This design comes from an exercise in tuning for small area on the open sky130 flow, not from production work. The RTL was checked by simulation tests, not by an equivalence proof against the original design. No activity file was given, so power comes from the tool's default toggle rates.

==> design/flow/design.v <==
package decode_pkg;
    typedef logic [31:0] word_t;
    typedef logic [4:0]  reg_addr_t;
    typedef enum logic [5:0] {
        OP_SPECIAL = 6'b000000,
        OP_ADDI    = 6'b001000,
        OP_ADDIU   = 6'b001001,
        OP_SLTI    = 6'b001010,
        OP_SLTIU   = 6'b001011,
        OP_ANDI    = 6'b001100,
        OP_ORI     = 6'b001101,
        OP_XORI    = 6'b001110,
        OP_LUI     = 6'b001111
    } opcode_e;
    typedef enum logic [5:0] {
        FUNC_SLL  = 6'b000000,
        FUNC_SRL  = 6'b000010,
        FUNC_SRA  = 6'b000011,
        FUNC_SLLV = 6'b000100,
        FUNC_SRLV = 6'b000110,
        FUNC_SRAV = 6'b000111,
        FUNC_ADD  = 6'b100000,
        FUNC_ADDU = 6'b100001,
        FUNC_SUB  = 6'b100010,
        FUNC_SUBU = 6'b100011,
        FUNC_AND  = 6'b100100,
        FUNC_OR   = 6'b100101,
        FUNC_XOR  = 6'b100110,
        FUNC_NOR  = 6'b100111,
        FUNC_SLT  = 6'b101010,
        FUNC_SLTU = 6'b101011
    } func_e;
    typedef enum logic [7:0] {
        ALU_NOP   = 8'h00,
        ALU_SRL   = 8'h02,
        ALU_SRA   = 8'h03,
        ALU_ADD   = 8'h20,
        ALU_ADDU  = 8'h21,
        ALU_SUB   = 8'h22,
        ALU_SUBU  = 8'h23,
        ALU_AND   = 8'h24,
        ALU_OR    = 8'h25,
        ALU_XOR   = 8'h26,
        ALU_NOR   = 8'h27,
        ALU_SLT   = 8'h2a,
        ALU_SLTU  = 8'h2b,
        ALU_ADDI  = 8'h55,
        ALU_ADDIU = 8'h56,
        ALU_SLTI  = 8'h57,
        ALU_SLTIU = 8'h58,
        ALU_ANDI  = 8'h59,
        ALU_ORI   = 8'h5a,
        ALU_XORI  = 8'h5b,
        ALU_LUI   = 8'h5c,
        ALU_SLL   = 8'h7c   
    } alu_op_e;
    typedef enum logic [2:0] {
        SEL_NOP   = 3'b000,
        SEL_LOGIC = 3'b001,
        SEL_SHIFT = 3'b010,
        SEL_ARITH = 3'b100
    } alu_sel_e;
    typedef struct packed {
        logic      wreg;
        reg_addr_t wd;
        word_t     wdata;
    } reg_write_t;
    typedef struct packed {
        alu_op_e   aluop;
        alu_sel_e  alusel;
        reg_addr_t wd;
        logic      wreg;
        logic      reg1_read;
        logic      reg2_read;
        word_t     imm;
        logic      inst_valid;
    } decode_ctrl_t;
    typedef struct packed {
        alu_op_e   aluop;
        alu_sel_e  alusel;
        reg_addr_t wd;
        logic      wreg;
        logic      inst_valid;
        word_t     reg1;
        word_t     reg2;
    } decode_out_t;
endpackage
`timescale 1ns/1ns
module ao22 (
    input  logic a1, a2, b1, b2,
    output logic y
);
    assign y = (a1 & a2) | (b1 & b2);
endmodule
module rf_word (
    input  logic        clk,
    input  logic        keep_i,
    input  logic        we_i,
    input  logic [31:0] wd_i,
    output logic [31:0] q_o
);
    logic [31:0] q;
    logic [31:0] d;
    for (genvar k = 0; k < 32; k++) begin : g_bit
        ao22 u_d (.a1 (keep_i), .a2 (q[k]), .b1 (we_i), .b2 (wd_i[k]), .y (d[k]));
    end
    always_ff @(posedge clk) begin
        q <= d;
    end
    assign q_o = q;
endmodule
`timescale 1ns/1ns
module aoi222 (
    input  logic a1, a2, b1, b2, c1, c2,
    output logic y
);
    assign y = ~((a1 & a2) | (b1 & b2) | (c1 & c2));
endmodule
module aoi22 (
    input  logic a1, a2, b1, b2,
    output logic y
);
    assign y = ~((a1 & a2) | (b1 & b2));
endmodule
module nand2g (
    input  logic a, b,
    output logic y
);
    assign y = ~(a & b);
endmodule
module nand_or #(
    parameter int M = 12
) (
    input  logic [M-1:0] x_i,
    output logic         y_o
);
    assign y_o = ~&x_i;
endmodule
module sel_or #(
    parameter int N = 34
) (
    input  logic [N-1:0] sel_i,
    input  logic [N-1:0] d_i,
    output logic         y_o
);
    localparam int G = N / 3;              
    localparam int R = N - 3 * G;          
    localparam int M = G + (R > 0 ? 1 : 0);
    logic [M-1:0] p;
    for (genvar g = 0; g < G; g++) begin : g_grp
        aoi222 u_g (
            .a1 (sel_i[3*g]),   .a2 (d_i[3*g]),
            .b1 (sel_i[3*g+1]), .b2 (d_i[3*g+1]),
            .c1 (sel_i[3*g+2]), .c2 (d_i[3*g+2]),
            .y  (p[g])
        );
    end
    if (R == 2) begin : g_r2
        aoi22 u_g (
            .a1 (sel_i[3*G]),   .a2 (d_i[3*G]),
            .b1 (sel_i[3*G+1]), .b2 (d_i[3*G+1]),
            .y  (p[G])
        );
    end else if (R == 1) begin : g_r1
        nand2g u_g (.a (sel_i[3*G]), .b (d_i[3*G]), .y (p[G]));
    end
    nand_or #(.M(M)) u_or (.x_i (p), .y_o (y_o));
endmodule
`timescale 1ns/1ns
module decode_unit (
    input  logic        clk,
    input  logic        rst,
    input  logic        req_i,
    input  logic [31:0] inst_i,
    input  logic        ex_wreg_i,
    input  logic [4:0]  ex_wd_i,
    input  logic [31:0] ex_wdata_i,
    input  logic        mem_wreg_i,
    input  logic [4:0]  mem_wd_i,
    input  logic [31:0] mem_wdata_i,
    input  logic        wb_wreg_i,
    input  logic [4:0]  wb_wd_i,
    input  logic [31:0] wb_wdata_i,
    output logic        ack_o,
    output logic [7:0]  aluop_o,
    output logic [2:0]  alusel_o,
    output logic [4:0]  wd_o,
    output logic        wreg_o,
    output logic        inst_valid_o,
    output logic [31:0] reg1_o,
    output logic [31:0] reg2_o
);
    logic [31:0] rf_q [1:31];
    logic [31:0] wdm;
    assign wdm = wb_wdata_i & {32{~rst}};
    for (genvar r = 1; r < 32; r++) begin : g_rf
        logic we;
        logic keep;
        assign we   = wb_wreg_i && (wb_wd_i == r[4:0]);
        assign keep = ~we & ~rst;
        rf_word u_word (
            .clk    (clk),
            .keep_i (keep),
            .we_i   (we),
            .wd_i   (wdm),
            .q_o    (rf_q[r])
        );
    end
    logic ack_q;
    logic acc;    
    logic hold;   
    assign acc  = req_i & ~ack_q & ~rst;
    assign hold = ~acc & ~rst;
    always_ff @(posedge clk) begin
        ack_q <= req_i & ~rst;
    end
    logic [5:0]  op;
    logic [4:0]  rs, rt, rd, sa;
    logic [5:0]  fn;
    logic [15:0] imm16;
    assign {op, rs, rt, rd, sa, fn} = inst_i;
    assign imm16 = inst_i[15:0];
    logic       f_rr;     
    logic       f_sh;     
    logic       f_imm;    
    logic [7:0] aluop;
    logic [2:0] alusel;
    always_comb begin
        f_rr   = 1'b0;
        f_sh   = 1'b0;
        f_imm  = 1'b0;
        aluop  = 8'h00;
        alusel = 3'b000;
        case (op)
            6'h00: begin
                case (fn)
                    6'h24: if (sa == 5'd0) begin f_rr = 1'b1; aluop = 8'h24; alusel = 3'b001; end
                    6'h25: if (sa == 5'd0) begin f_rr = 1'b1; aluop = 8'h25; alusel = 3'b001; end
                    6'h26: if (sa == 5'd0) begin f_rr = 1'b1; aluop = 8'h26; alusel = 3'b001; end
                    6'h27: if (sa == 5'd0) begin f_rr = 1'b1; aluop = 8'h27; alusel = 3'b001; end
                    6'h04: if (sa == 5'd0) begin f_rr = 1'b1; aluop = 8'h7c; alusel = 3'b010; end
                    6'h06: if (sa == 5'd0) begin f_rr = 1'b1; aluop = 8'h02; alusel = 3'b010; end
                    6'h07: if (sa == 5'd0) begin f_rr = 1'b1; aluop = 8'h03; alusel = 3'b010; end
                    6'h00: if (rs == 5'd0) begin f_sh = 1'b1; aluop = 8'h7c; alusel = 3'b010; end
                    6'h02: if (rs == 5'd0) begin f_sh = 1'b1; aluop = 8'h02; alusel = 3'b010; end
                    6'h03: if (rs == 5'd0) begin f_sh = 1'b1; aluop = 8'h03; alusel = 3'b010; end
                    6'h20: begin f_rr = 1'b1; aluop = 8'h20; alusel = 3'b100; end
                    6'h21: begin f_rr = 1'b1; aluop = 8'h21; alusel = 3'b100; end
                    6'h22: begin f_rr = 1'b1; aluop = 8'h22; alusel = 3'b100; end
                    6'h23: begin f_rr = 1'b1; aluop = 8'h23; alusel = 3'b100; end
                    6'h2a: begin f_rr = 1'b1; aluop = 8'h2a; alusel = 3'b100; end
                    6'h2b: begin f_rr = 1'b1; aluop = 8'h2b; alusel = 3'b100; end
                    default: ;
                endcase
            end
            6'h0c: begin f_imm = 1'b1; aluop = 8'h59; alusel = 3'b001; end
            6'h0d: begin f_imm = 1'b1; aluop = 8'h5a; alusel = 3'b001; end
            6'h0e: begin f_imm = 1'b1; aluop = 8'h5b; alusel = 3'b001; end
            6'h0f: begin f_imm = 1'b1; aluop = 8'h5c; alusel = 3'b001; end
            6'h08: begin f_imm = 1'b1; aluop = 8'h55; alusel = 3'b100; end
            6'h09: begin f_imm = 1'b1; aluop = 8'h56; alusel = 3'b100; end
            6'h0a: begin f_imm = 1'b1; aluop = 8'h57; alusel = 3'b100; end
            6'h0b: begin f_imm = 1'b1; aluop = 8'h58; alusel = 3'b100; end
            default: ;
        endcase
    end
    logic        valid;
    logic [4:0]  wd;
    logic [31:0] immv;
    assign valid = f_rr | f_sh | f_imm;
    assign wd    = f_imm ? rt : rd;
    always_comb begin
        if (op[2:0] == 3'b111)     immv = {imm16, 16'h0000};         
        else if (op[2])            immv = {16'h0000, imm16};         
        else                       immv = {{16{imm16[15]}}, imm16};  
    end
    logic ex_hit1, mem_hit1, ex_hit2, mem_hit2;
    assign ex_hit1  = ex_wreg_i  && ex_wd_i  == rs && rs != 5'd0;
    assign mem_hit1 = mem_wreg_i && mem_wd_i == rs && rs != 5'd0;
    assign ex_hit2  = ex_wreg_i  && ex_wd_i  == rt && rt != 5'd0;
    assign mem_hit2 = mem_wreg_i && mem_wd_i == rt && rt != 5'd0;
    logic rd1, rd2;         
    logic e1, m1, f1, i1;   
    logic e2, m2, f2, i2;   
    assign rd1 = acc & (f_rr | f_imm);
    assign rd2 = acc & (f_rr | f_sh);
    assign e1  = rd1 & ex_hit1;
    assign m1  = rd1 & ~ex_hit1 & mem_hit1;
    assign f1  = rd1 & ~ex_hit1 & ~mem_hit1;
    assign i1  = acc & f_sh;
    assign e2  = rd2 & ex_hit2;
    assign m2  = rd2 & ~ex_hit2 & mem_hit2;
    assign f2  = rd2 & ~ex_hit2 & ~mem_hit2;
    assign i2  = acc & f_imm;
    logic [34:0] sel1, sel2;
    always_comb begin
        for (int r = 1; r < 32; r++) begin
            sel1[r-1] = f1 && rs == r[4:0];
            sel2[r-1] = f2 && rt == r[4:0];
        end
        sel1[31] = e1;  sel1[32] = m1;  sel1[33] = hold;  sel1[34] = i1;
        sel2[31] = e2;  sel2[32] = m2;  sel2[33] = hold;  sel2[34] = i2;
    end
    logic [31:0] reg1_q, reg2_q;
    logic [31:0] reg1_d, reg2_d;
    for (genvar k = 0; k < 32; k++) begin : g_bit
        logic [30:0] col;
        for (genvar r = 1; r < 32; r++) begin : g_col
            assign col[r-1] = rf_q[r][k];
        end
        if (k < 5) begin : g_sa
            sel_or #(.N(35)) u_or1 (
                .sel_i (sel1),
                .d_i   ({sa[k], reg1_q[k], mem_wdata_i[k], ex_wdata_i[k], col}),
                .y_o   (reg1_d[k])
            );
        end else begin : g_nosa
            sel_or #(.N(34)) u_or1 (
                .sel_i (sel1[33:0]),
                .d_i   ({reg1_q[k], mem_wdata_i[k], ex_wdata_i[k], col}),
                .y_o   (reg1_d[k])
            );
        end
        sel_or #(.N(35)) u_or2 (
            .sel_i (sel2),
            .d_i   ({immv[k], reg2_q[k], mem_wdata_i[k], ex_wdata_i[k], col}),
            .y_o   (reg2_d[k])
        );
    end
    logic [7:0]  aluop_q;
    logic [2:0]  alusel_q;
    logic [4:0]  wd_q;
    logic        valid_q;
    always_ff @(posedge clk) begin
        reg1_q   <= reg1_d;
        reg2_q   <= reg2_d;
        aluop_q  <= ({8{hold}} & aluop_q)  | ({8{acc}} & aluop);
        alusel_q <= ({3{hold}} & alusel_q) | ({3{acc}} & alusel);
        wd_q     <= ({5{hold}} & wd_q)     | ({5{acc}} & wd);
        valid_q  <= (hold & valid_q)       | (acc & valid);
    end
    assign ack_o        = ack_q;
    assign aluop_o      = aluop_q;
    assign alusel_o     = alusel_q;
    assign wd_o         = wd_q;
    assign wreg_o       = valid_q;
    assign inst_valid_o = valid_q;
    assign reg1_o       = reg1_q;
    assign reg2_o       = reg2_q;
endmodule
==> design/flow/run.sh <==
#!/bin/bash
# synth_recipe.tcl (not shown) runs the flow's synth.tcl, then flattens the netlist and writes it again
# the make line also repeats each setting of config.mk as NAME=value (left out here)
make -C /OpenROAD-flow-scripts/flow DESIGN_CONFIG=/design/flow/config.mk WORK_HOME=/design/flow/orfs CLKGATE_MAP_FILE= SYNTH_SCRIPT=/design/flow/synth_recipe.tcl finish
==> design/flow/config.mk <==
export PLATFORM = sky130hd
export DESIGN_NAME = decode_unit
export DESIGN_NICKNAME = decode_unit
export VERILOG_FILES = /design/flow/design.v
export SDC_FILE = /design/flow/constraint.sdc
export NUM_CORES = 4
export LEC_CHECK = 0
export CAP_MARGIN = 20
export CORE_MARGIN = 2
export CORE_UTILIZATION = 40
export SLEW_MARGIN = 20
export SYNTH_HIERARCHICAL = 1
==> design/flow/constraint.sdc <==
create_clock -name core_clock -period 4.0 [get_ports {clk}]
set_input_delay 0.8000 -clock core_clock [delete_from_list [all_inputs] [get_ports {clk}]]
set_output_delay 0.8000 -clock core_clock [all_outputs]
set_load 0.01 [all_outputs]
==> flow_summary_export.csv, run 1 <==
group,metric,value,unit
logic_synthesis,syn_inst,3551,
power,p_per_area,405,mW/mm^2
logic_synthesis,avgSynthCellArea,11.8,sq um
logic_synthesis,syn-cell-area,0.0420,sq mm
placed_design,port-buffer-count,231,
timing,rsz0062_at_grt,"no",
setup_path,crit_required,4.60,ns
timing,fmax,253,MHz
setup_path,end_kind,"register",
route,vias,44300,
setup_path,ff2ff_setup_slack,0.67,ns
route,wire_per_inst,35.7,um
floorplanning,fp.coreArea,0.104,sq mm
logic_synthesis,yosys.cell_count.top_type,"dfxtp_1",
logic_synthesis,synth_cell_type_count,47,
finish,fin_cells,5907,
floorplanning,initial_core_util,40.4,%
setup_path,cp_max_fo,13,
global_routing,grt-busiest-layer,"met2",
logic_synthesis,ys_ff_latch,1074,
setup_path,crit_type,"in -> reg",
global_routing,gr-usage-met3,11.1,%
route,route.detailed.drc,0,
timing,timing.setup.tns,0,ns
global_routing,grt_max_degree,42,
outcome,status,"no timing/DRC/antenna violations",
global_routing,groute.usage.overall,37.5,%
logic_synthesis,synth_ff_type,"dfxtp_1",
run,maxCapViolations,0,
power,peakVddDrop,0.318,mV
logic_synthesis,synth_nets,3700,
route,drt-total-wl,211,mm
logic_synthesis,yosys.area.top_type,"dfxtp_1",
route,drt-pass1-iter-count,14,
clocking,clock_latency,0.72,ns
placed_design,dp_slack,-0.689,ns
clocking,cts_buffer_depth,3,
logic_synthesis,synth_top_area_share,51.2,%
setup_path,worstSetupStartpointType,"input port",
finish,drive_above_1_share,21.6,%
clocking,root_buffer,"clkbuf_16",
clocking,tritoncts,"done",
clocking,ctsHoldBuffers,0,
route,drtIter0Drc,9671,
clocking,cts_sinks,1074,
timing,skew,0.0334,ns
clocking,cts_inserted_buffers,111,
timing,post-route-period-util,99.0,%
finish,fin_nets,4574,
min_path,hold_path.class,"reg -> reg",
timing,fin_crit,3.96,ns
floorplanning,rows,118,
logic_synthesis,synth_edf_count,0,
power,power,23.2,mW
route,vias_per_cell,7.49,
global_routing,grt_pass1_vias,41600,
timing,tightest_slew,1.20,ns
placed_design,place_congestion,0.959,
logic_synthesis,ys_seq_area_share,51.2,%
logic_synthesis,ys_warn_count,9,
floorplanning,io_pins,232,
global_routing,grtUsageMet1,49.1,%
timing,hold_viol_final,0,
placed_design,dpl.hpwl,139,mm
global_routing,antenna_found_initial,10,
power,p_leak,21.1,nW
global_routing,grt_overflow,0,
floorplanning,die_h,328,um
timing,finalWorstSetupSlack,0.0399,ns
logic_synthesis,yosys-top-cells-area,"dfxtp_1 51%, a22o_1 21%, a222oi_1 17%",
clocking,cts_max_level,3,
route,final_antenna_net_count,0,
floorplanning,dieArea,0.108,sq mm
timing,relSlewSlack,20.1,%
timing,slew_viol_final,0,
global_routing,grt_pass1_wl,299,mm
floorplanning,die_w,328,um
logic_synthesis,synth_common_cells,"1,074 x dfxtp_1, 995 x a22o_1, 704 x a222oi_1, 202 x nand4_1, 94 x nor2_1",
clocking,clk_pin_slew,0.06,ns
finish,areaGrowthSynthToFinish,36.4,%
logic_synthesis,synth-async-reset-ratio,0,%
global_routing,use_met2,53.6,%
placed_design,dp_cells,5670,
setup_path,arrival,4.56,ns
timing,setup_viol,0,
==> Yosys stat by module, one instance, submodules excluded, a selection <==
module       cell area, sq um  flops+latches  cells inside  times used
nand2g                   3.75              0             1          27
aoi222                   10.0              0             1         704
ao22                     8.76              0             1         992
aoi22                    12.5              0             1          37
decode_unit              4270             82           543           1
rf_word                   641             32            32          31
==> worst paths after layout <==
| kind | startpoint | cells past startpoint | to |
|---|---|---|---|
| worst max-delay path | inst_i[22] | 13 | reg1_q[30] |
| worst min register to register | wd_q[2] | 2 | wd_q[2] |
| worst min-delay path | wd_q[2] | 2 | wd_q[2] |
| worst max register to register | ack_q | 13 | reg2_q[22] |
==> per-layer routing <==
| layer | up-vias | wire length (um) |
|---|---|---|
| li1 | 18200 | - |
| met1 | 21600 | 80200 |
| met2 | 3752 | 86000 |
| met3 | 704 | 29400 |
| met4 | 6 | 15300 |
| met5 | - | 35 |
==> final cells by class <==
| cell class | instances | area, sq um |
|---|---|---|
| clock inverter | 45 | 578 |
| antenna | 11 | 27.5 |
| timing repair buffer | 814 | 8630 |
| sequential | 1074 | 21500 |
| tap | 1380 | 1730 |
| clock buffer | 159 | 3260 |
| inverter | 5 | 18.8 |
| fill | 8878 | 46600 |
| multi-input combinational | 2419 | 21600 |
==> critical path, cell delays in order <==
cell	delay [ns]
clkdlybuf4s50_1	0.50
buf_6	0.19
xnor2_1	0.13
nand4_1	0.11
or4_4	0.46
nand2_4	0.16
buf_12	0.17
nor3_4	0.09
buf_12	0.17
buf_4	0.16
a222oi_1	0.70
nand4_1	0.45
or3_1	0.43
==> cell families (layout without fill, tap and decap cells) <==
group           count (synthesis)  after routing  share of synthesized area, %
simple gates                  603            603                          8.20
compound gates               1790           1790                          39.5
flops                        1074           1074                          51.2
other cells                     0             11                             0
mux                             5              5                         0.119
buf+inv                        58           1023                         0.554
xor+xnor                       21             21                         0.438
==> registers in the layout, indices dropped and copies added, names as in the netlist <==
register / flops
ack_q: 1
aluop_q: 8
alusel_q: 3
g_rf.u_word.q: 992
reg1_q: 32
reg2_q: 32
valid_q: 1
wd_q: 5
==> what timing repair did <==
action	4_1_cts	5_1_grt
hold endpoints to repair	0	0
buffers inserted	0	14
setup endpoints to repair	0	3
resized for setup	0	10
==> through the flow <==
| step | instance area [sq um] | utilization (%) | hold slack (ns) |
|---|---|---|---|
| final | 57300 | 55.2 | 0.455 |
| after global routing | 57300 | 55.1 | 0.476 |
| after CTS | 57000 | 54.8 | 0.459 |
| after detailed placement | 53100 | 51.1 | 0.443 |
| after global placement | 53100 | 51.1 | 0.436 |
| after floorplan | 42600 | - | 0.471 |
==> power breakdown <==
part	internal, mW	switching (mW)
combinational	0.436	0.953
clock	6.43	4.56
sequential	10.8	0.0693
==> placed cells by master (no fill, tap or decap), drive strengths merged, types with 51 or more instances in the layout <==
cell and instances:
nor2 94, nand4 202, dfxtp 1074, nand2 51, a22o 995, a222oi 704
clkbuf 160, or3 65, buf 584, clkdlybuf4s50 227
==> run 2: changes to the inputs <==
==> design/flow/flow/run.sh (new file) <==
#!/bin/bash
# Standard ORFS layout with lighter port buffers: every port still gets
# its own buffer, a buf_1 instead of the delay cell buffer_ports picks.
set -euo pipefail
export BUFFER_PORTS_ARGS="-buffer_cell sky130_fd_sc_hd__buf_1"
bash standard.sh > standard.log 2>&1
==> design/flow/standard.sh (new file) <==
#!/bin/bash
# synth_recipe.tcl (not shown) runs the flow's synth.tcl, then flattens the netlist and writes it again
# the make line also repeats each setting of config.mk as NAME=value (left out here)
make -C /OpenROAD-flow-scripts/flow DESIGN_CONFIG=/design/flow/config.mk WORK_HOME=/design/flow/orfs CLKGATE_MAP_FILE= SYNTH_SCRIPT=/design/flow/synth_recipe.tcl "${@:-finish}"
--- a/design/flow/config.mk
+++ b/design/flow/config.mk
@@ -10,2 +10,3 @@
 export CORE_UTILIZATION = 40
+export CTS_BUF_LIST = sky130_fd_sc_hd__clkbuf_4 sky130_fd_sc_hd__clkbuf_8
 export SLEW_MARGIN = 20
removed: design/flow/run.sh
==> run 2 against run 1 <==
  * Still clean
  * Sequential share of layout area up 2.2 points
  * Via count rose by 1.4%
  * Cell area is 5.5% lower
  * Sequential power hardly changed
  * Clock power fell by 4%
  * Maximum frequency is 2.4% higher
  * Setup slack better by 0.094 ns
  * Clock skew up 0.0014 ns
  * Critical endpoint is now reg2_q[9]
  * Largest power group is now sequential cells
==> flow_summary_export.csv, run 2 <==
group,metric,value,unit
timing,setup_viol,0,
clocking,root_buffer,"clkbuf_8",
logic_synthesis,yosys.cell_count.top_type,"dfxtp_1",
finish,final_area,0.0542,sq mm
logic_synthesis,yosys-top-cells-area,"dfxtp_1 51%, a22o_1 21%, a222oi_1 17%",
timing,hold_viol_final,0,
route,wire_per_inst,37.2,um
placed_design,dpl.hpwl,139,mm
setup_path,arrival,4.61,ns
setup_path,crit_required,4.74,ns
placed_design,dpl_cell_area,0.0502,sq mm
setup_path,max_stage_delay,0.60,ns
route,vias,44900,
power,p_leak,19.8,nW
clocking,cts.repair.resized,0,
floorplanning,fp.coreArea,0.104,sq mm
min_path,hold_path.class,"in -> reg",
logic_synthesis,syn-cell-area,0.0420,sq mm
finish,areaGrowthSynthToFinish,28.9,%
clocking,cts_buffer_depth,3,
floorplanning,initial_core_util,40.4,%
logic_synthesis,ys_warn_count,9,
clocking,ctsHoldBuffers,0,
route,drt-total-wl,218,mm
finish,regMostFlops,"g_rf.u_word.q",
timing,fmax,259,MHz
route,drtIter0Drc,10500,
floorplanning,die_h,328,um
finish,fillers,9288,
logic_synthesis,yosys.area.top_type,"dfxtp_1",
setup_path,crit_chain,"buf_1 -> or2_2 -> nor3_1 -> or4_1 -> buf_4 -> o211ai_4 -> buf_12 -> buf_4 -> nor4_4 -> clkbuf_8 -> buf_12 -> buf_4 -> a222oi_1 -> nand4_1 -> or3_1",
outcome,status,"no timing/DRC/antenna violations",
placed_design,port-buffer-count,231,
timing,post-route-period-util,96.7,%
logic_synthesis,syn_inst,3551,
finish,final_common_cell,"dfxtp_1",
setup_path,cp_slowest_cell,"or4_1",
finish,largest_reg_flops,992,
clocking,cts_setup_buffers,0,
timing,slew_viol_final,0,
global_routing,grt_overflow,0,
power,peakVddDrop,0.280,mV
setup_path,ff2ff_setup_slack,0.29,ns
finish,fin_nets,4488,
setup_path,path_delay_family,"simple AND/OR/NAND/NOR gates",
clocking,clock_latency,0.89,ns
placed_design,place_congestion,0.984,
route,vias_per_cell,7.66,
clocking,cts_inserted_buffers,175,
timing,tightest_slew,1.26,ns
logic_synthesis,ys_seq_area_share,51.2,%
timing,hold_slack,0.176,ns
route,route.detailed.drc,0,
finish,top_regs,"g_rf.u_word.q: 992 flops, reg1_q: 32 flops, reg2_q: 32 flops",
logic_synthesis,synth_ff_type,"dfxtp_1",
setup_path,end_kind,"register",
timing,rsz0062_at_grt,"no",
setup_path,worstSetupStartpointType,"input port",
power,p_per_area,420,mW/mm^2
logic_synthesis,avgSynthCellArea,11.8,sq um
floorplanning,io_pins,232,
timing,finalWorstSetupSlack,0.134,ns
logic_synthesis,synth_edf_count,0,
logic_synthesis,synth_common_cells,"1,074 x dfxtp_1, 995 x a22o_1, 704 x a222oi_1, 202 x nand4_1, 94 x nor2_1",
global_routing,grt_pass1_wl,305,mm
setup_path,cpMostUsedCell,"buf_4",
run,maxCapViolations,0,
finish,drive_above_1_share,21.4,%
timing,fin_crit,3.87,ns
timing,timing.setup.tns,0,ns
logic_synthesis,synth-async-reset-ratio,0,%
clocking,clk_pin_slew,0.06,ns
route,final_antenna_net_count,0,
logic_synthesis,synth_nets,3700,
setup_path,cp_max_fo,16,
clocking,cts_sinks,1074,
global_routing,groute.usage.overall,38.6,%
floorplanning,rows,118,
clocking,cts_max_level,4,
logic_synthesis,synth_cell_type_count,47,
finish,final_cell_mix,"1,074 x dfxtp_1, 995 x a22o_1, 704 x a222oi_1",
placed_design,dp_slack,-0.590,ns
global_routing,antenna_found_initial,13,
floorplanning,dieArea,0.108,sq mm
global_routing,grt_max_degree,45,
timing,relSlewSlack,15.6,%
floorplanning,die_w,328,um
route,drt-pass1-iter-count,13,
setup_path,crit_type,"in -> reg",
clocking,tritoncts,"done",
timing,skew,0.0348,ns
setup_path,path_buf_inv,7,
logic_synthesis,ys_ff_latch,1074,
logic_synthesis,synth_top_area_share,51.2,%
global_routing,grt_pass1_vias,42300,
==> run 2: final cells by class <==
type	instances	area [sq um]	share of cell area, %
antenna	6	15.0	0.0277
sequential	1074	21500	39.7
tap	1380	1730	3.19
clock buffer	279	3460	6.39
inverter	5	18.8	0.0347
multi-input combinational	2419	21600	39.8
clock inverter	36	377	0.695
timing repair buffer	664	5490	10.1
==> run 2: through the flow <==
step                std cells  power (mW)  utilization [%]
floorplan                3551        11.6                -
global placement         5521        12.3             48.1
detailed placement       5533        12.3             48.3
CTS                      5848        22.7             52.0
global route             5860        23.2             52.1
finish                   5863        22.7             52.1
==> run 2: cells by family after synthesis <==
family                    share of synthesized area [%]
muxes                                             0.119
and+or+nand+nor                                    8.20
DFF                                                51.2
AOI/OAI and AO/OA                                  39.5
xor gates and xnor gates                          0.438
buffers and inverters                             0.554
==> run 2: path summary, 6_finish.rpt <==
| check | from | end | depth (start not counted) |
|---|---|---|---|
| setup / recovery | inst_i[16] | reg2_q[9] | 15 |
| hold / removal | rst | ack_q | 2 |
| setup reg to reg | ack_q | reg2_q[9] | 12 |
| hold reg to reg | aluop_q[6] | aluop_q[6] | 1 |
==> run 2: per-module statistics from Yosys, one instance, submodules excluded, a selection <==
| module | cells inside | flops+latches | area, sq um |
|---|---|---|---|
| decode_unit | 543 | 82 | 4270 |
| ao22 | 1 | 0 | 8.76 |
| rf_word | 32 | 32 | 641 |
| aoi22 | 1 | 0 | 12.5 |
| nand2g | 1 | 0 | 3.75 |
| aoi222 | 1 | 0 | 10.0 |
==> run 2: report_power, final <==
| part | leakage [nW] | switching (mW) | internal, mW |
|---|---|---|---|
| clock network | 2.04 | 4.67 | 5.92 |
| registers | 8.66 | 0.0707 | 10.8 |
| logic | 9.05 | 0.983 | 0.318 |
| total | 19.8 | 5.72 | 17.0 |
==> run 2: layer usage <==
metal	vias up	global-route usage (%)	share of wire, %
met3	788	13.6	16
li1	18000	-	-
met5	-	0.488	0.073
met4	14	24.5	7.1
met1	21800	50.0	37
met2	4254	54.3	40
==> run 3: changes to the inputs <==
--- a/design/flow/design.v
+++ b/design/flow/design.v
@@ -124,10 +124,10 @@
 endmodule
-module nand2g (
-    input  logic a, b,
+module oai31 (
+    input  logic a1, a2, a3, b1,
     output logic y
 );
-    assign y = ~(a & b);
+    assign y = ~((a1 | a2 | a3) & b1);
 endmodule
-module nand_or #(
-    parameter int M = 12
+module nandn #(
+    parameter int M = 2
 ) (
@@ -138,18 +138,20 @@
 endmodule
-module sel_or #(
-    parameter int N = 34
+module rd_bit #(
+    parameter int NX = 3
 ) (
-    input  logic [N-1:0] sel_i,
-    input  logic [N-1:0] d_i,
-    output logic         y_o
+    input  logic [30:0]   dec_i,
+    input  logic [30:0]   col_i,
+    input  logic          f_i,
+    input  logic [NX-1:0] xsel_i,
+    input  logic [NX-1:0] xd_i,
+    output logic          y_o
 );
-    localparam int G = N / 3;              
-    localparam int R = N - 3 * G;          
-    localparam int M = G + (R > 0 ? 1 : 0);
-    logic [M-1:0] p;
-    for (genvar g = 0; g < G; g++) begin : g_grp
+    logic [10:0] p;      
+    logic [2:0]  r;      
+    logic        t;      
+    for (genvar g = 0; g < 10; g++) begin : g_grp
         aoi222 u_g (
-            .a1 (sel_i[3*g]),   .a2 (d_i[3*g]),
-            .b1 (sel_i[3*g+1]), .b2 (d_i[3*g+1]),
-            .c1 (sel_i[3*g+2]), .c2 (d_i[3*g+2]),
+            .a1 (dec_i[3*g]),   .a2 (col_i[3*g]),
+            .b1 (dec_i[3*g+1]), .b2 (col_i[3*g+1]),
+            .c1 (dec_i[3*g+2]), .c2 (col_i[3*g+2]),
             .y  (p[g])
@@ -157,12 +159,22 @@
     end
-    if (R == 2) begin : g_r2
-        aoi22 u_g (
-            .a1 (sel_i[3*G]),   .a2 (d_i[3*G]),
-            .b1 (sel_i[3*G+1]), .b2 (d_i[3*G+1]),
-            .y  (p[G])
+    nandn #(.M(2)) u_p10 (.x_i ({dec_i[30], col_i[30]}), .y_o (p[10]));
+    nandn #(.M(4)) u_r0 (.x_i (p[3:0]),  .y_o (r[0]));
+    nandn #(.M(4)) u_r1 (.x_i (p[7:4]),  .y_o (r[1]));
+    nandn #(.M(3)) u_r2 (.x_i (p[10:8]), .y_o (r[2]));
+    oai31 u_t (.a1 (r[0]), .a2 (r[1]), .a3 (r[2]), .b1 (f_i), .y (t));
+    if (NX == 3) begin : g_x3
+        logic o;
+        aoi222 u_x (
+            .a1 (xsel_i[0]), .a2 (xd_i[0]),
+            .b1 (xsel_i[1]), .b2 (xd_i[1]),
+            .c1 (xsel_i[2]), .c2 (xd_i[2]),
+            .y  (o)
         );
-    end else if (R == 1) begin : g_r1
-        nand2g u_g (.a (sel_i[3*G]), .b (d_i[3*G]), .y (p[G]));
+        nandn #(.M(2)) u_y (.x_i ({t, o}), .y_o (y_o));
+    end else begin : g_x4
+        logic [1:0] o;
+        aoi22 u_x0 (.a1 (xsel_i[0]), .a2 (xd_i[0]), .b1 (xsel_i[1]), .b2 (xd_i[1]), .y (o[0]));
+        aoi22 u_x1 (.a1 (xsel_i[2]), .a2 (xd_i[2]), .b1 (xsel_i[3]), .b2 (xd_i[3]), .y (o[1]));
+        nandn #(.M(3)) u_y (.x_i ({t, o}), .y_o (y_o));
     end
-    nand_or #(.M(M)) u_or (.x_i (p), .y_o (y_o));
 endmodule
@@ -294,10 +306,8 @@
     assign i2  = acc & f_imm;
-    logic [34:0] sel1, sel2;
+    logic [30:0] dec1, dec2;
     always_comb begin
         for (int r = 1; r < 32; r++) begin
-            sel1[r-1] = f1 && rs == r[4:0];
-            sel2[r-1] = f2 && rt == r[4:0];
+            dec1[r-1] = rs == r[4:0];
+            dec2[r-1] = rt == r[4:0];
         end
-        sel1[31] = e1;  sel1[32] = m1;  sel1[33] = hold;  sel1[34] = i1;
-        sel2[31] = e2;  sel2[32] = m2;  sel2[33] = hold;  sel2[34] = i2;
     end
@@ -311,18 +321,27 @@
         if (k < 5) begin : g_sa
-            sel_or #(.N(35)) u_or1 (
-                .sel_i (sel1),
-                .d_i   ({sa[k], reg1_q[k], mem_wdata_i[k], ex_wdata_i[k], col}),
-                .y_o   (reg1_d[k])
+            rd_bit #(.NX(4)) u_rd1 (
+                .dec_i  (dec1),
+                .col_i  (col),
+                .f_i    (f1),
+                .xsel_i ({i1, hold, m1, e1}),
+                .xd_i   ({sa[k], reg1_q[k], mem_wdata_i[k], ex_wdata_i[k]}),
+                .y_o    (reg1_d[k])
             );
         end else begin : g_nosa
-            sel_or #(.N(34)) u_or1 (
-                .sel_i (sel1[33:0]),
-                .d_i   ({reg1_q[k], mem_wdata_i[k], ex_wdata_i[k], col}),
-                .y_o   (reg1_d[k])
+            rd_bit #(.NX(3)) u_rd1 (
+                .dec_i  (dec1),
+                .col_i  (col),
+                .f_i    (f1),
+                .xsel_i ({hold, m1, e1}),
+                .xd_i   ({reg1_q[k], mem_wdata_i[k], ex_wdata_i[k]}),
+                .y_o    (reg1_d[k])
             );
         end
-        sel_or #(.N(35)) u_or2 (
-            .sel_i (sel2),
-            .d_i   ({immv[k], reg2_q[k], mem_wdata_i[k], ex_wdata_i[k], col}),
-            .y_o   (reg2_d[k])
+        rd_bit #(.NX(4)) u_rd2 (
+            .dec_i  (dec2),
+            .col_i  (col),
+            .f_i    (f2),
+            .xsel_i ({i2, hold, m2, e2}),
+            .xd_i   ({immv[k], reg2_q[k], mem_wdata_i[k], ex_wdata_i[k]}),
+            .y_o    (reg2_d[k])
         );
==> design/flow/flow/run.sh (replaced) <==
#!/bin/bash
# Standard ORFS layout with lighter port buffers (every port still gets its
# own buffer, a buf_1 instead of the delay cell buffer_ports picks) and a
# clock tree of larger sink clusters without dummy loads.
set -euo pipefail
export BUFFER_PORTS_ARGS="-buffer_cell sky130_fd_sc_hd__buf_1"
export CTS_ARGS="-sink_clustering_enable -repair_clock_nets -sink_clustering_size 20 -sink_clustering_max_diameter 80 -buf_list sky130_fd_sc_hd__clkbuf_16 -dont_use_dummy_load"
bash standard.sh > standard.log 2>&1
--- a/design/flow/config.mk
+++ b/design/flow/config.mk
@@ -10,3 +10,2 @@
 export CORE_UTILIZATION = 40
-export CTS_BUF_LIST = sky130_fd_sc_hd__clkbuf_4 sky130_fd_sc_hd__clkbuf_8
 export SLEW_MARGIN = 20
==> run 3 against run 2 <==
  * Still clean
  * Global-route usage fell by 1.7 points
  * Clock skew increased by 0.016 ns
  * Setup slack improved by 0.67 ns
  * Worst hold slack gained 0.19 ns
  * Clock power fell by about 40%
  * Synthesized cell count rose by 1.2%
  * Via count fell by 4.8%
  * Register-to-register slack improved by 1.2 ns
  * Sequential share of layout area grew 3.5 points
  * Sequential power barely moved
  * Sequential cell count did not move
  * First-iteration DRC count decreased by 4.0%
==> flow_summary_export.csv, run 3 <==
group,metric,value,unit
timing,skew,0.0511,ns
setup_path,worstRegToRegCells,8,
power,internal-power,13.8,mW
outcome,status,"no timing/DRC/antenna violations",
logic_synthesis,synth_cell_type_count,58,
logic_synthesis,synth_nets,3742,
floorplanning,io_pins,232,
min_path,hold_start,"mem_wdata_i[28]",
timing,hold_viol_final,0,
global_routing,grt_pass1_vias,39400,
logic_synthesis,synth_ff_type,"dfxtp_1",
finish,top_regs,"g_rf.u_word.q: 992 flops, reg1_q: 32 flops, reg2_q: 32 flops",
clocking,ctsHoldBuffers,0,
floorplanning,initial_core_util,40.3,%
finish,fillers,9672,
global_routing,grt_pass1_wl,294,mm
logic_synthesis,yosys.area.top_type,"dfxtp_1",
clocking,cts_sinks,1074,
timing,relSlewSlack,14.0,%
clocking,cts_inserted_buffers,61,
clocking,clk_pin_slew,0.09,ns
power,p_switching,4.92,mW
global_routing,grt_max_degree,42,
clocking,tritoncts,"done",
logic_synthesis,ys_warn_count,9,
power,p_leak,17.1,nW
global_routing,groute.usage.overall,36.9,%
power,combinationalPowerShare,7.9,%
setup_path,arrival,3.78,ns
setup_path,cp_max_fo,29,
route,vias,42700,
route,route.detailed.drc,0,
finish,regMostFlops,"g_rf.u_word.q",
placed_design,dpl_cell_area,0.0481,sq mm
logic_synthesis,avgSynthCellArea,11.8,sq um
finish,final_area,0.0497,sq mm
logic_synthesis,ys_ff_latch,1074,
timing,tightest_slew,1.29,ns
floorplanning,rows,119,
clocking,clock_latency,0.72,ns
logic_synthesis,synth_common_cells,"1,074 x dfxtp_1, 992 x a22o_1, 667 x a222oi_1, 138 x nor2_1, 133 x nand4_1",
logic_synthesis,syn_inst,3593,
setup_path,crit_type,"in -> reg",
floorplanning,die_w,330,um
placed_design,place_congestion,1.02,
timing,fmax,313,MHz
power,pwr-share-seq,57.9,%
clocking,cts.repair.resized,0,
finish,fin_nets,4231,
logic_synthesis,yosys.cell_count.top_type,"dfxtp_1",
setup_path,worstSetupStartpointType,"input port",
power,p_per_area,376,mW/mm^2
clocking,cts_buffer_depth,3,
power,swShare,26.3,%
clocking,cts_setup_buffers,0,
logic_synthesis,syn-cell-area,0.0424,sq mm
finish,final_cell_mix,"1,074 x dfxtp_1, 992 x a22o_1, 667 x a222oi_1",
route,vias_per_cell,7.81,
timing,setup_viol,0,
logic_synthesis,ys_seq_area_share,50.7,%
power,peakVddDrop,0.376,mV
logic_synthesis,synth_top_area_share,50.7,%
clocking,root_buffer,"clkbuf_16",
logic_synthesis,synth_edf_count,0,
timing,timing.setup.tns,0,ns
clocking,cts_max_level,2,
setup_path,r2r-start,"ack_q",
floorplanning,die_h,330,um
route,wire_per_inst,38.5,um
setup_path,r2r_end,"reg1_q[13]",
logic_synthesis,yosys-top-cells-area,"dfxtp_1 51%, a22o_1 20%, a222oi_1 16%",
timing,rsz0062_at_grt,"no",
route,drt-pass1-iter-count,15,
setup_path,ff2ff_setup_slack,1.44,ns
finish,final_core_util,47.3,%
timing,post-route-period-util,79.8,%
finish,areaGrowthSynthToFinish,17.2,%
min_path,min_delay_path_depth,3,
route,drt-total-wl,211,mm
finish,drive_above_1_share,15.0,%
placed_design,dpl.hpwl,130,mm
route,final_antenna_net_count,0,
timing,slew_viol_final,0,
run,maxCapViolations,0,
logic_synthesis,synth-async-reset-ratio,0,%
finish,largest_reg_flops,992,
placed_design,port-buffer-count,231,
min_path,whs_endpoint,"reg2_q[28]",
floorplanning,dieArea,0.109,sq mm
global_routing,grt_overflow,0,
timing,fin_crit,3.19,ns
min_path,hold_path.class,"in -> reg",
finish,final_common_cell,"dfxtp_1",
setup_path,crit_required,4.59,ns
global_routing,antenna_found_initial,7,
setup_path,end_kind,"register",
power,clockPowerShare,34.2,%
route,drtIter0Drc,10100,
floorplanning,fp.coreArea,0.105,sq mm
run 3: cell types whose count changed after synthesis, moves of 12 or more:
cell      delta
nand2_1     +65
nor2_1      +44
nand4_1     -69
or3_1       -61
and3_1      -15
or4_1       -12
nor4_1      -35
a22oi_2     +37
nand3_1     +92
o31ai_2     +65
a222oi_1    -37
clkbuf_1    -17
run 3: worst max path at each step:
stage                     from    endpoint  slack, ns  depth (start not counted)
CTS                 inst_i[18]  reg2_q[22]       0.99                          8
global route        inst_i[18]  reg2_q[22]       0.88                          8
floorplan           inst_i[10]   reg1_q[0]       0.09                          6
finish              inst_i[18]  reg2_q[22]       0.81                          8
detailed placement  inst_i[18]  reg2_q[22]       0.26                          8
global placement    inst_i[18]  reg2_q[22]       0.30                          8
run 3: Yosys stat by module, one instance, submodules excluded, excerpt:
module	cells inside	copies in the design	flip-flops and latches	cell area, sq um
ao22	1	992	0	8.76
rf_word	32	31	32	641
oai31	1	64	0	12.5
decode_unit	484	1	82	3850
aoi22	1	74	0	12.5
aoi222	1	667	0	10.0
run 3: cells by family (layout without fill, tap and decap cells):
family,after synthesis,after routing,synth area share (%)
other,0,2,0
muxes,5,5,0.118
xor gates and xnor gates,21,21,0.433
and+or+nand+nor,609,609,7.32
AOI/OAI and AO/OA,1846,1846,41.1
DFF,1074,1074,50.7
buffers and inverters,38,525,0.377
run 3: routing by layer:
metal	routed length [um]	up-vias	track usage (%)
li1	-	17300	-
met1	78900	20800	49.1
met2	83100	3914	50.8
met3	31400	742	11.6
met4	17100	8	24.5
met5	151	-	0.870
run 3: power by group through the flow:
stage / clock, mW / combinational [mW] / sequential (mW)
floorplan: 0 / 0.534 / 11.1
global placement: 0 / 1.36 / 11.1
detailed placement: 0 / 1.38 / 11.1
CTS: 6.37 / 1.39 / 10.8
global route: 6.74 / 1.47 / 10.8
finish: 6.40 / 1.47 / 10.8
run 3: cell type report:
cell class                      count  area, sq um  area share [%]
Sequential cell                  1074        21500            43.2
Tap cell                         1391         1740            3.50
Multi-Input combinational cell   2481        21900            44.0
Antenna cell                        2         5.00          0.0101
Clock buffer                       61         1530            3.07
Timing Repair Buffer              459         3080            6.18
Inverter                            5         18.8          0.0377
run 3: critical path: stages:
cell	delay [ns]
buf_1	0.31
or2_1	0.46
nor2_4	0.30
buf_4	0.26
a222oi_1	0.46
nand4_1	0.33
o31ai_2	0.67
nand3_1	0.15
run 3: through the flow:
stage               total power [mW]  setup WS (ns)  std cells  hold WS, ns
floorplan                       11.6         0.0897       3593        0.471
global placement                12.4          0.302       5397        0.433
detailed placement              12.5          0.258       5405        0.441
CTS                             18.6          0.993       5466        0.338
global route                    19.0          0.885       5472        0.371
finish                          18.7          0.807       5473        0.366
==> run 4: changes to the inputs <==
==> design/flow/flow/run.sh (replaced) <==
#!/bin/bash
# Standard ORFS layout with lighter port buffers (every port still gets its
# own buffer, a buf_1 instead of the delay cell buffer_ports picks) and a
# clock tree of larger sink clusters without dummy loads.
set -euo pipefail
export BUFFER_PORTS_ARGS="-buffer_cell sky130_fd_sc_hd__buf_1"
export CTS_ARGS="-sink_clustering_enable -repair_clock_nets -sink_clustering_size 12 -sink_clustering_max_diameter 50 -buf_list sky130_fd_sc_hd__clkbuf_8 -dont_use_dummy_load"
bash standard.sh > standard.log 2>&1
==> run 4 against run 3 <==
  * Sequential power about the same
  * Largest power group unchanged
  * Critical path type unchanged
  * Largest cell class unchanged
  * Clock skew is 0.035 ns higher
  * Clock power rose by 0.6%
  * Non-clock buffer count grew 1
  * Setup slack improved by 0.096 ns
==> flow_summary_export.csv, run 4 <==
group,metric,value,unit
power,combinationalPowerShare,7.9,%
floorplanning,io_pins,232,
logic_synthesis,synth_top_area_share,50.7,%
route,vias_per_cell,7.78,
power,peakVddDrop,0.259,mV
timing,slew_viol_final,0,
logic_synthesis,yosys.cell_count.top_type,"dfxtp_1",
min_path,hold_path.class,"in -> reg",
logic_synthesis,synthMuxAreaShare,0.118,%
logic_synthesis,synth_edf_count,0,
finish,areaGrowthSynthToFinish,17.5,%
clocking,cts_inserted_buffers,119,
power,power,18.8,mW
global_routing,grt_overflow,0,
timing,timing.setup.tns,0,ns
finish,seq_area,0.0215,sq mm
power,p_per_area,376,mW/mm^2
logic_synthesis,synth_ff_type,"dfxtp_1",
logic_synthesis,syn-cell-area,0.0424,sq mm
logic_synthesis,ys_warn_count,9,
global_routing,grt_pass1_vias,39900,
placed_design,place_congestion,1.02,
route,drt-pass1-iter-count,12,
route,final_antenna_net_count,0,
finish,largest_reg_flops,992,
outcome,status,"no timing/DRC/antenna violations",
setup_path,cp_max_fo,25,
finish,fin_nets,4290,
logic_synthesis,syn_inst,3593,
floorplanning,fp.coreArea,0.105,sq mm
placed_design,dpl.hpwl,130,mm
finish,final_cell_mix,"1,074 x dfxtp_1, 992 x a22o_1, 667 x a222oi_1",
finish,fillers,9694,
route,drtIter0Drc,9740,
logic_synthesis,synthSimpleGateAreaFrac,7.32,%
power,p_switching,5.04,mW
power,pwr-share-seq,57.8,%
logic_synthesis,synth_xor_area_share,0.433,%
route,wire_per_inst,38.1,um
clocking,cts_buffer_depth,3,
setup_path,arrival,3.77,ns
setup_path,crit_required,4.67,ns
global_routing,groute.usage.overall,37.0,%
clocking,root_buffer,"clkbuf_8",
timing,fmax,323,MHz
logic_synthesis,synth_compound_area_share,41.1,%
placed_design,port-buffer-count,231,
route,drt-total-wl,211,mm
logic_synthesis,yosys.area.top_type,"dfxtp_1",
power,internal-power,13.7,mW
logic_synthesis,synth_nets,3742,
finish,final_core_util,47.4,%
logic_synthesis,yosys-top-cells-area,"dfxtp_1 51%, a22o_1 20%, a222oi_1 16%",
finish,drive_above_1_share,16.2,%
clocking,cts.repair.resized,0,
clocking,clock_latency,0.82,ns
logic_synthesis,synth_top_family_by_area,"compound AO/OA/AOI/OAI gates",
clocking,tritoncts,"done",
clocking,cts_max_level,3,
logic_synthesis,synth_cell_type_count,58,
timing,tightest_slew,1.27,ns
setup_path,end_kind,"register",
logic_synthesis,avgSynthCellArea,11.8,sq um
run,maxCapViolations,0,
finish,multi_input_area,0.0219,sq mm
timing,skew,0.0863,ns
timing,relSlewSlack,14.8,%
global_routing,antenna_found_initial,5,
power,swShare,26.9,%
floorplanning,die_h,330,um
floorplanning,dieArea,0.109,sq mm
global_routing,grt_pass1_wl,295,mm
global_routing,grt_max_degree,42,
logic_synthesis,ys_seq_area_share,50.7,%
timing,hold_viol_final,0,
clocking,ctsHoldBuffers,0,
logic_synthesis,synthAdderAreaFrac,0,%
timing,fin_crit,3.10,ns
power,clockPowerShare,34.4,%
logic_synthesis,synth-async-reset-ratio,0,%
finish,top_regs,"g_rf.u_word.q: 992 flops, reg1_q: 32 flops, reg2_q: 32 flops",
setup_path,crit_type,"in -> reg",
floorplanning,die_w,330,um
finish,final_common_cell,"dfxtp_1",
power,p_leak,17.2,nW
route,vias,43100,
logic_synthesis,ys_ff_latch,1074,
timing,post-route-period-util,77.4,%
clocking,clk_pin_slew,0.08,ns
finish,regMostFlops,"g_rf.u_word.q",
timing,rsz0062_at_grt,"no",
route,route.detailed.drc,0,
timing,setup_viol,0,
setup_path,worstSetupStartpointType,"input port",
clocking,cts_setup_buffers,0,
clocking,cts_sinks,1074,
logic_synthesis,synth_common_cells,"1,074 x dfxtp_1, 992 x a22o_1, 667 x a222oi_1, 138 x nor2_1, 133 x nand4_1",
floorplanning,initial_core_util,40.3,%
floorplanning,rows,119,
-- run 4: worst paths after layout --
| kind | slack (ns) | from | cells after the start | end |
|---|---|---|---|---|
| hold / removal | 0.25 | mem_wdata_i[28] | 3 | reg2_q[28] |
| setup / recovery | 0.90 | inst_i[19] | 8 | reg2_q[2] |
| hold reg to reg | 0.45 | aluop_q[5] | 2 | aluop_q[5] |
| setup reg to reg | 1.42 | ack_q | 8 | reg1_q[13] |
-- run 4: per-stage QoR --
step	setup slack, ns	instance area (sq um)	std cells	hold slack, ns
6_report	0.902	49900	5533	0.249
5_1_grt	0.954	49900	5531	0.274
4_1_cts	1.10	49700	5524	0.212
3_5_place_dp	0.258	48100	5405	0.441
3_3_place_gp	0.302	47900	5397	0.433
2_1_floorplan	0.0897	42500	3593	0.471
-- run 4: cell families after synthesis --
kind of cell / count (synthesis)
multiplexers: 5
flip-flops: 1074
AND/OR/NAND/NOR: 609
buffers and inverters: 38
XOR/XNOR: 21
AO/OA/AOI/OAI: 1846
-- run 4: power by group through the flow --
stage | sequential [mW] | combinational, mW | clock [mW]
6_report | 10.8 | 1.48 | 6.44
5_1_grt | 10.8 | 1.47 | 6.83
4_1_cts | 10.8 | 1.39 | 6.42
3_5_place_dp | 11.1 | 1.38 | 0
3_3_place_gp | 11.1 | 1.36 | 0
2_1_floorplan | 11.1 | 0.534 | 0
-- run 4: area by class of cell --
type,instances,area share [%]
Clock buffer,119,3.28
Tap cell,1391,3.49
Timing Repair Buffer,460,6.22
Sequential cell,1074,43.1
Multi-Input combinational cell,2481,43.9
Antenna cell,3,0.0150
Inverter,5,0.0376
-- run 4: Yosys stat by module, one instance, submodules excluded, a selection --
module       flops+latches  area [sq um]  cells inside
aoi22                    0          12.5             1
aoi222                   0          10.0             1
decode_unit             82          3850           484
ao22                     0          8.76             1
rf_word                 32           641            32
oai31                    0          12.5             1
-- run 4: worst max-delay path, cell delays in order --
cell	delay (ns)
buf_1	0.20
nand2b_1	0.47
nor2_4	0.33
buf_4	0.29
a222oi_1	0.48
nand4_1	0.24
o31ai_2	0.79
nand3_1	0.14
-- run 4: layer usage --
metal	GRT usage, %	up-vias	routed length [um]
li1	-	17400	-
met1	49.2	20900	78600
met2	50.4	4009	83000
met3	11.5	754	31700
met4	26.3	10	17100
met5	0.609	-	568
==> run 5: changes to the inputs <==
--- a/design/flow/config.mk
+++ b/design/flow/config.mk
@@ -9,3 +9,4 @@
 export CORE_MARGIN = 2
-export CORE_UTILIZATION = 40
+export CORE_UTILIZATION = 55
+export PLACE_DENSITY = 0.7
 export SLEW_MARGIN = 20
==> run 5 against run 4 <==
  * Still clean on timing, DRC and antenna
  * Maximum frequency fell by 4.3%
  * Combinational power down 5%
  * Die area shrank 27%
  * Power is 2.3% lower
  * Sequential cell count is the same
  * Sequential share of layout area up 0.72 points
  * Routed wire length decreased by 6.0%
  * Utilization up 17 points
  * Critical path type unchanged
  * Critical endpoint is now reg1_q[16]
  * Largest cell class unchanged
  * Largest power group unchanged
==> flow_summary_export.csv, run 5 <==
group,metric,value,unit
setup_path,r2r-start,"ack_q",
route,drt-pass1-iter-count,17,
logic_synthesis,syn_inst,3593,
floorplanning,dieArea,0.0794,sq mm
global_routing,grt_max_degree,82,
route,vias_per_cell,8.43,
timing,fmax,309,MHz
floorplanning,die_w,282,um
route,wire_per_inst,38.6,um
clocking,cts_setup_buffers,0,
timing,skew,0.0624,ns
clocking,ctsHoldBuffers,0,
clocking,cts_buffer_depth,3,
logic_synthesis,synthMuxAreaShare,0.118,%
min_path,hold_start,"mem_wdata_i[6]",
logic_synthesis,synth_cell_type_count,58,
finish,regMostFlops,"g_rf.u_word.q",
clocking,clock_latency,0.78,ns
clocking,root_buffer,"clkbuf_8",
route,drtIter0Drc,10700,
timing,hold_slack,0.286,ns
finish,largest_reg_flops,992,
logic_synthesis,synth_xor_area_share,0.433,%
logic_synthesis,synthSimpleGateAreaFrac,7.32,%
finish,fin_nets,4250,
setup_path,arrival,3.84,ns
setup_path,crit_required,4.61,ns
run,maxCapViolations,0,
clocking,tritoncts,"done",
logic_synthesis,synthAdderAreaFrac,0,%
placed_design,place_congestion,1.04,
route,final_antenna_net_count,0,
floorplanning,fp.coreArea,0.0762,sq mm
timing,tightest_slew,1.22,ns
finish,top_regs,"g_rf.u_word.q: 992 flops, reg1_q: 32 flops, reg2_q: 32 flops",
timing,post-route-period-util,80.9,%
global_routing,antenna_found_initial,10,
min_path,hold_path.class,"in -> reg",
logic_synthesis,synth-async-reset-ratio,0,%
floorplanning,io_pins,232,
logic_synthesis,synth_common_cells,"1,074 x dfxtp_1, 992 x a22o_1, 667 x a222oi_1, 138 x nor2_1, 133 x nand4_1",
timing,setup_viol,0,
setup_path,end_kind,"register",
logic_synthesis,avgSynthCellArea,11.8,sq um
power,p_per_area,373,mW/mm^2
logic_synthesis,ys_warn_count,9,
finish,final_area,0.0491,sq mm
setup_path,crit_type,"in -> reg",
logic_synthesis,synth_ff_type,"dfxtp_1",
finish,final_core_util,64.4,%
floorplanning,rows,101,
finish,final_common_cell,"dfxtp_1",
logic_synthesis,yosys.area.top_type,"dfxtp_1",
logic_synthesis,ys_ff_latch,1074,
logic_synthesis,synth_compound_area_share,41.1,%
finish,final_cell_mix,"1,074 x dfxtp_1, 992 x a22o_1, 667 x a222oi_1",
power,peakVddDrop,0.275,mV
placed_design,dpl.hpwl,121,mm
power,p_leak,17.0,nW
finish,areaGrowthSynthToFinish,15.6,%
logic_synthesis,synth_top_area_share,50.7,%
clocking,cts_inserted_buffers,109,
timing,finalWorstSetupSlack,0.763,ns
power,power,18.3,mW
clocking,cts_sinks,1074,
clocking,clk_pin_slew,0.08,ns
placed_design,dp_slack,0.136,ns
finish,drive_above_1_share,15.3,%
timing,rsz0062_at_grt,"no",
setup_path,ff2ff_setup_slack,1.55,ns
placed_design,port-buffer-count,231,
logic_synthesis,syn-cell-area,0.0424,sq mm
logic_synthesis,yosys-top-cells-area,"dfxtp_1 51%, a22o_1 20%, a222oi_1 16%",
timing,timing.setup.tns,0,ns
logic_synthesis,synth_top_family_by_area,"compound AO/OA/AOI/OAI gates",
setup_path,r2r_end,"reg1_q[16]",
logic_synthesis,synth_edf_count,0,
timing,relSlewSlack,18.6,%
route,vias,43300,
route,route.detailed.drc,0,
global_routing,grt_pass1_vias,39200,
min_path,whs_endpoint,"reg2_q[6]",
floorplanning,initial_core_util,55.7,%
global_routing,groute.usage.overall,47.8,%
logic_synthesis,synth_nets,3742,
global_routing,grt_overflow,0,
setup_path,worstRegToRegCells,9,
setup_path,cp_max_fo,32,
placed_design,dpl_cell_area,0.0474,sq mm
route,drt-total-wl,198,mm
outcome,status,"no timing/DRC/antenna violations",
logic_synthesis,ys_seq_area_share,50.7,%
global_routing,grt_pass1_wl,278,mm
timing,slew_viol_final,0,
clocking,cts.repair.resized,0,
timing,hold_viol_final,0,
finish,fin_cells,5136,
finish,fillers,6109,
timing,fin_crit,3.24,ns
clocking,cts_max_level,3,
setup_path,worstSetupStartpointType,"input port",
floorplanning,die_h,282,um
min_path,min_delay_path_depth,3,
logic_synthesis,yosys.cell_count.top_type,"dfxtp_1",
placed_design,dp_cells,5014,
## run 5: routing by layer
layer	GRT usage [%]	share of wire, %
met1	62.4	35
met2	63.5	38
met3	21.2	18
met4	30.5	8.2
met5	1.04	0.089
## run 5: per-module statistics from Yosys (local to each module, per instance), excerpt
module / flip-flops and latches / cells inside / area (sq um)
decode_unit: 82 / 484 / 3850
aoi222: 0 / 1 / 10.0
oai31: 0 / 1 / 12.5
rf_word: 32 / 32 / 641
ao22: 0 / 1 / 8.76
aoi22: 0 / 1 / 12.5
## run 5: worst max-delay path: stages
cell	delay (ns)
buf_1	0.36
or3_1	0.56
nor2_1	0.14
or4_1	0.64
and3b_2	0.28
buf_12	0.18
a222oi_1	0.73
nand2_1	0.14
## run 5: worst max-delay path by stage
stage,to,cells after the start,from,slack (ns)
floorplan,reg1_q[0],6,inst_i[10],0.09
global placement,reg1_q[16],8,inst_i[23],0.22
detailed placement,reg1_q[16],8,inst_i[23],0.14
CTS,reg1_q[16],8,inst_i[23],0.90
global route,reg1_q[16],8,inst_i[23],0.65
finish,reg1_q[16],8,inst_i[23],0.76
## run 5: where the power goes
| group | switching, mW | leakage (nW) | internal (mW) | total, mW |
|---|---|---|---|---|
| Clock | 3.67 | 0.784 | 2.41 | 6.08 |
| Sequential | 0.0670 | 8.66 | 10.8 | 10.8 |
| Combinational | 1.11 | 7.55 | 0.308 | 1.41 |
| Total | 4.84 | 17.0 | 13.5 | 18.3 |
## run 5: cell type report
type | count | area [sq um] | share of cell area, %
antenna | 7 | 17.5 | 0.0357
clock buffer | 109 | 1500 | 3.06
inverter | 5 | 18.8 | 0.0382
multi-input combinational | 2481 | 21900 | 44.5
sequential | 1074 | 21500 | 43.8
tap | 1030 | 1290 | 2.63
timing repair buffer | 430 | 2890 | 5.90
## run 5: logic make-up (layout without fill, tap and decap cells)
group           Yosys count  count (layout)
buf+inv                  38             544
other cells               0               7
simple gates            609             609
mux                       5               5
flops                  1074            1074
xor+xnor                 21              21
compound gates         1846            1846
==> run 6: changes to the inputs <==
--- a/design/flow/design.v
+++ b/design/flow/design.v
@@ -118,14 +118,2 @@
 endmodule
-module aoi22 (
-    input  logic a1, a2, b1, b2,
-    output logic y
-);
-    assign y = ~((a1 & a2) | (b1 & b2));
-endmodule
-module oai31 (
-    input  logic a1, a2, a3, b1,
-    output logic y
-);
-    assign y = ~((a1 | a2 | a3) & b1);
-endmodule
 module nandn #(
@@ -151,2 +139,3 @@
     logic        t;      
+    logic        o;      
     for (genvar g = 0; g < 10; g++) begin : g_grp
@@ -163,17 +152,20 @@
     nandn #(.M(3)) u_r2 (.x_i (p[10:8]), .y_o (r[2]));
-    oai31 u_t (.a1 (r[0]), .a2 (r[1]), .a3 (r[2]), .b1 (f_i), .y (t));
+    aoi222 u_t (
+        .a1 (f_i), .a2 (r[0]),
+        .b1 (f_i), .b2 (r[1]),
+        .c1 (f_i), .c2 (r[2]),
+        .y  (t)
+    );
+    aoi222 u_x (
+        .a1 (xsel_i[0]), .a2 (xd_i[0]),
+        .b1 (xsel_i[1]), .b2 (xd_i[1]),
+        .c1 (xsel_i[2]), .c2 (xd_i[2]),
+        .y  (o)
+    );
     if (NX == 3) begin : g_x3
-        logic o;
-        aoi222 u_x (
-            .a1 (xsel_i[0]), .a2 (xd_i[0]),
-            .b1 (xsel_i[1]), .b2 (xd_i[1]),
-            .c1 (xsel_i[2]), .c2 (xd_i[2]),
-            .y  (o)
-        );
         nandn #(.M(2)) u_y (.x_i ({t, o}), .y_o (y_o));
     end else begin : g_x4
-        logic [1:0] o;
-        aoi22 u_x0 (.a1 (xsel_i[0]), .a2 (xd_i[0]), .b1 (xsel_i[1]), .b2 (xd_i[1]), .y (o[0]));
-        aoi22 u_x1 (.a1 (xsel_i[2]), .a2 (xd_i[2]), .b1 (xsel_i[3]), .b2 (xd_i[3]), .y (o[1]));
-        nandn #(.M(3)) u_y (.x_i ({t, o}), .y_o (y_o));
+        logic n;
+        nandn #(.M(2)) u_n (.x_i ({xsel_i[3], xd_i[3]}), .y_o (n));
+        nandn #(.M(3)) u_y (.x_i ({t, o, n}), .y_o (y_o));
     end
@@ -348,3 +340,3 @@
     end
-    logic [7:0]  aluop_q;
+    logic [6:0]  aluop_q;
     logic [2:0]  alusel_q;
@@ -355,3 +347,3 @@
         reg2_q   <= reg2_d;
-        aluop_q  <= ({8{hold}} & aluop_q)  | ({8{acc}} & aluop);
+        aluop_q  <= ({7{hold}} & aluop_q)  | ({7{acc}} & aluop[6:0]);
         alusel_q <= ({3{hold}} & alusel_q) | ({3{acc}} & alusel);
@@ -361,3 +353,3 @@
     assign ack_o        = ack_q;
-    assign aluop_o      = aluop_q;
+    assign aluop_o      = {1'b0, aluop_q};  
     assign alusel_o     = alusel_q;
--- a/design/flow/config.mk
+++ b/design/flow/config.mk
@@ -9,4 +9,3 @@
 export CORE_MARGIN = 2
-export CORE_UTILIZATION = 55
-export PLACE_DENSITY = 0.7
+export CORE_UTILIZATION = 40
 export SLEW_MARGIN = 20
==> run 6 against run 5 <==
  * Sequential cell count decreased by 1
  * Setup slack got worse by 0.35 ns
  * Combinational power is essentially flat
  * Still clean
  * Critical path type unchanged
  * Highest routed layer unchanged
  * Largest cell class is now registers
  * First-iteration DRC count grew 3.1%
==> flow_summary_export.csv, run 6 <==
group,metric,value,unit
finish,regMostFlops,"g_rf.u_word.q",
logic_synthesis,avgSynthCellArea,11.6,sq um
route,drtIter0Drc,11100,
global_routing,grt_pass1_vias,39500,
timing,relSlewSlack,14.5,%
timing,post-route-period-util,89.7,%
global_routing,antenna_found_initial,10,
power,p_per_area,379,mW/mm^2
outcome,status,"no timing/DRC/antenna violations",
run,maxCapViolations,0,
finish,drive_above_1_share,12.7,%
setup_path,worstSetupStartpointType,"input port",
global_routing,grt_overflow,0,
finish,fin_nets,4292,
clocking,tritoncts,"done",
logic_synthesis,synth_ff_type,"dfxtp_1",
finish,final_common_cell,"dfxtp_1",
placed_design,place_congestion,0.992,
placed_design,dp_slack,-0.0695,ns
setup_path,crit_required,4.60,ns
power,p_leak,17.2,nW
setup_path,crit_type,"in -> reg",
logic_synthesis,synth_top_area_share,51.4,%
setup_path,max_stage_delay,0.82,ns
route,vias_per_cell,7.82,
logic_synthesis,synth-async-reset-ratio,0,%
timing,finalWorstSetupSlack,0.413,ns
route,route.detailed.drc,0,
logic_synthesis,ys_seq_area_share,51.4,%
finish,areaGrowthSynthToFinish,17.2,%
clocking,cts.repair.resized,0,
clocking,root_buffer,"clkbuf_8",
power,peakVddDrop,0.297,mV
timing,setup_viol,0,
logic_synthesis,ys_ff_latch,1073,
clocking,cts_buffer_depth,3,
floorplanning,dieArea,0.107,sq mm
timing,tightest_slew,1.28,ns
route,wire_per_inst,38.7,um
floorplanning,rows,118,
timing,fmax,279,MHz
logic_synthesis,yosys-top-cells-area,"dfxtp_1 51%, a22o_1 21%, a222oi_1 18%",
floorplanning,die_h,327,um
logic_synthesis,syn-cell-area,0.0418,sq mm
min_path,hold_path.class,"in -> reg",
floorplanning,io_pins,232,
clocking,cts_setup_buffers,0,
logic_synthesis,synth_edf_count,0,
finish,top_regs,"g_rf.u_word.q: 992 flops, reg1_q: 32 flops, reg2_q: 32 flops",
logic_synthesis,synth_nets,3747,
clocking,ctsHoldBuffers,0,
logic_synthesis,synth_common_cells,"1,073 x dfxtp_1, 994 x a22o_1, 768 x a222oi_1, 159 x nand2_1, 139 x nor2_1",
clocking,cts_max_level,3,
logic_synthesis,yosys.cell_count.top_type,"dfxtp_1",
global_routing,groute.usage.overall,37.8,%
timing,hold_viol_final,0,
setup_path,end_kind,"register",
floorplanning,initial_core_util,40.4,%
clocking,clk_pin_slew,0.07,ns
logic_synthesis,ys_warn_count,9,
global_routing,grt_max_degree,97,
logic_synthesis,syn_inst,3598,
setup_path,arrival,4.19,ns
finish,fin_cells,5526,
setup_path,cp_slowest_cell,"buf_1",
clocking,cts_sinks,1073,
placed_design,port-buffer-count,230,
route,final_antenna_net_count,0,
floorplanning,fp.coreArea,0.104,sq mm
route,drt-total-wl,214,mm
route,vias,43200,
==> run 6: cell count changes after synthesis, moves of 3 or more <==
| cell | previous run | this run |
|---|---|---|
| o21ai_0 | 7 | 11 |
| o21ai_1 | 7 | 1 |
| xnor2_1 | 14 | 17 |
| nor3_1 | 14 | 9 |
| a22oi_2 | 74 | 0 |
| o31ai_2 | 65 | 0 |
| nand2_1 | 116 | 159 |
| a222oi_1 | 667 | 768 |
| xor2_1 | 7 | 4 |
| a211o_1 | 0 | 3 |
| a22oi_1 | 3 | 0 |
==> run 6: cell type report <==
type | instances | area, sq um | share of cell area (%)
Inverter | 5 | 18.8 | 0.0383
Sequential cell | 1073 | 21500 | 43.8
Tap cell | 1380 | 1730 | 3.52
Antenna cell | 5 | 12.5 | 0.0255
Multi-Input combinational cell | 2485 | 21300 | 43.4
Clock buffer | 116 | 1600 | 3.26
Timing Repair Buffer | 462 | 2930 | 5.98
==> run 6: kinds of logic (layout without fill, tap and decap cells) <==
group	after synthesis	after routing	synth area share, %
multiplexers	5	5	0.120
flip-flops	1073	1073	51.4
buffers and inverters	40	583	0.398
AO/OA/AOI/OAI	1813	1813	40.0
other	1	6	0.00897
AND/OR/NAND/NOR	645	645	7.67
XOR/XNOR	21	21	0.440
==> run 6: metal layers <==
layer	share of wire, %	global-route usage [%]	vias up
li1	-	-	17500
met1	36	48.8	20900
met2	40	52.7	3978
met3	16	13.8	793
met4	8.0	25.0	8
met5	0.027	0	-
==> run 6: power breakdown <==
part | leakage [nW] | switching (mW) | internal (mW)
clock network | 0.834 | 3.77 | 2.55
registers | 8.65 | 0.0692 | 10.8
logic | 7.74 | 1.12 | 0.301
==> run 6: worst max-delay path, delay by kind of cell <==
family	cells	cell delay (ns)
simple gates	5	1.24
compound gates	2	1.04
buf+inv	2	1.08
==> run 6: final timing paths <==
kind	from	end	slack [ns]	cells past startpoint
min	mem_wdata_i[26]	reg1_q[26]	0.24	3
max	inst_i[20]	reg2_q[11]	0.41	9
min reg2reg	aluop_q[5]	aluop_q[5]	0.44	2
max reg2reg	ack_q	reg1_q[8]	1.43	9
==> run 6: modules after synthesis, one instance, submodules excluded, a selection <==
module / area, sq um / cells / flops+latches
aoi222: 10.0 / 1 / 0
ao22: 8.76 / 1 / 0
decode_unit: 3810 / 489 / 81
rf_word: 641 / 32 / 32
==> run 6: metrics by stage <==
| stage | util [%] | setup TNS, ns | instance area (sq um) | power, mW | hold slack, ns |
|---|---|---|---|---|---|
| 2_1_floorplan | - | -52.48 | 41900 | 11.6 | 0.463 |
| 3_3_place_gp | 45.6 | -0.0426 | 47200 | 12.4 | 0.428 |
| 3_5_place_dp | 45.6 | -0.0716 | 47300 | 12.4 | 0.435 |
| 4_1_cts | 47.2 | 0 | 48900 | 18.5 | 0.203 |
| 5_1_grt | 47.3 | 0 | 49000 | 19.0 | 0.213 |
| 6_report | 47.3 | 0 | 49000 | 18.6 | 0.238 |

Re-timed with assumed drivers on the ports (clkbuf_16 on the clock, buf_2 on other inputs), run 6 has 0.448 ns of setup slack against 0.413 ns with ideal ports, and -0.408 ns once port delays also move by the mid clock arrival of 0.856 ns.
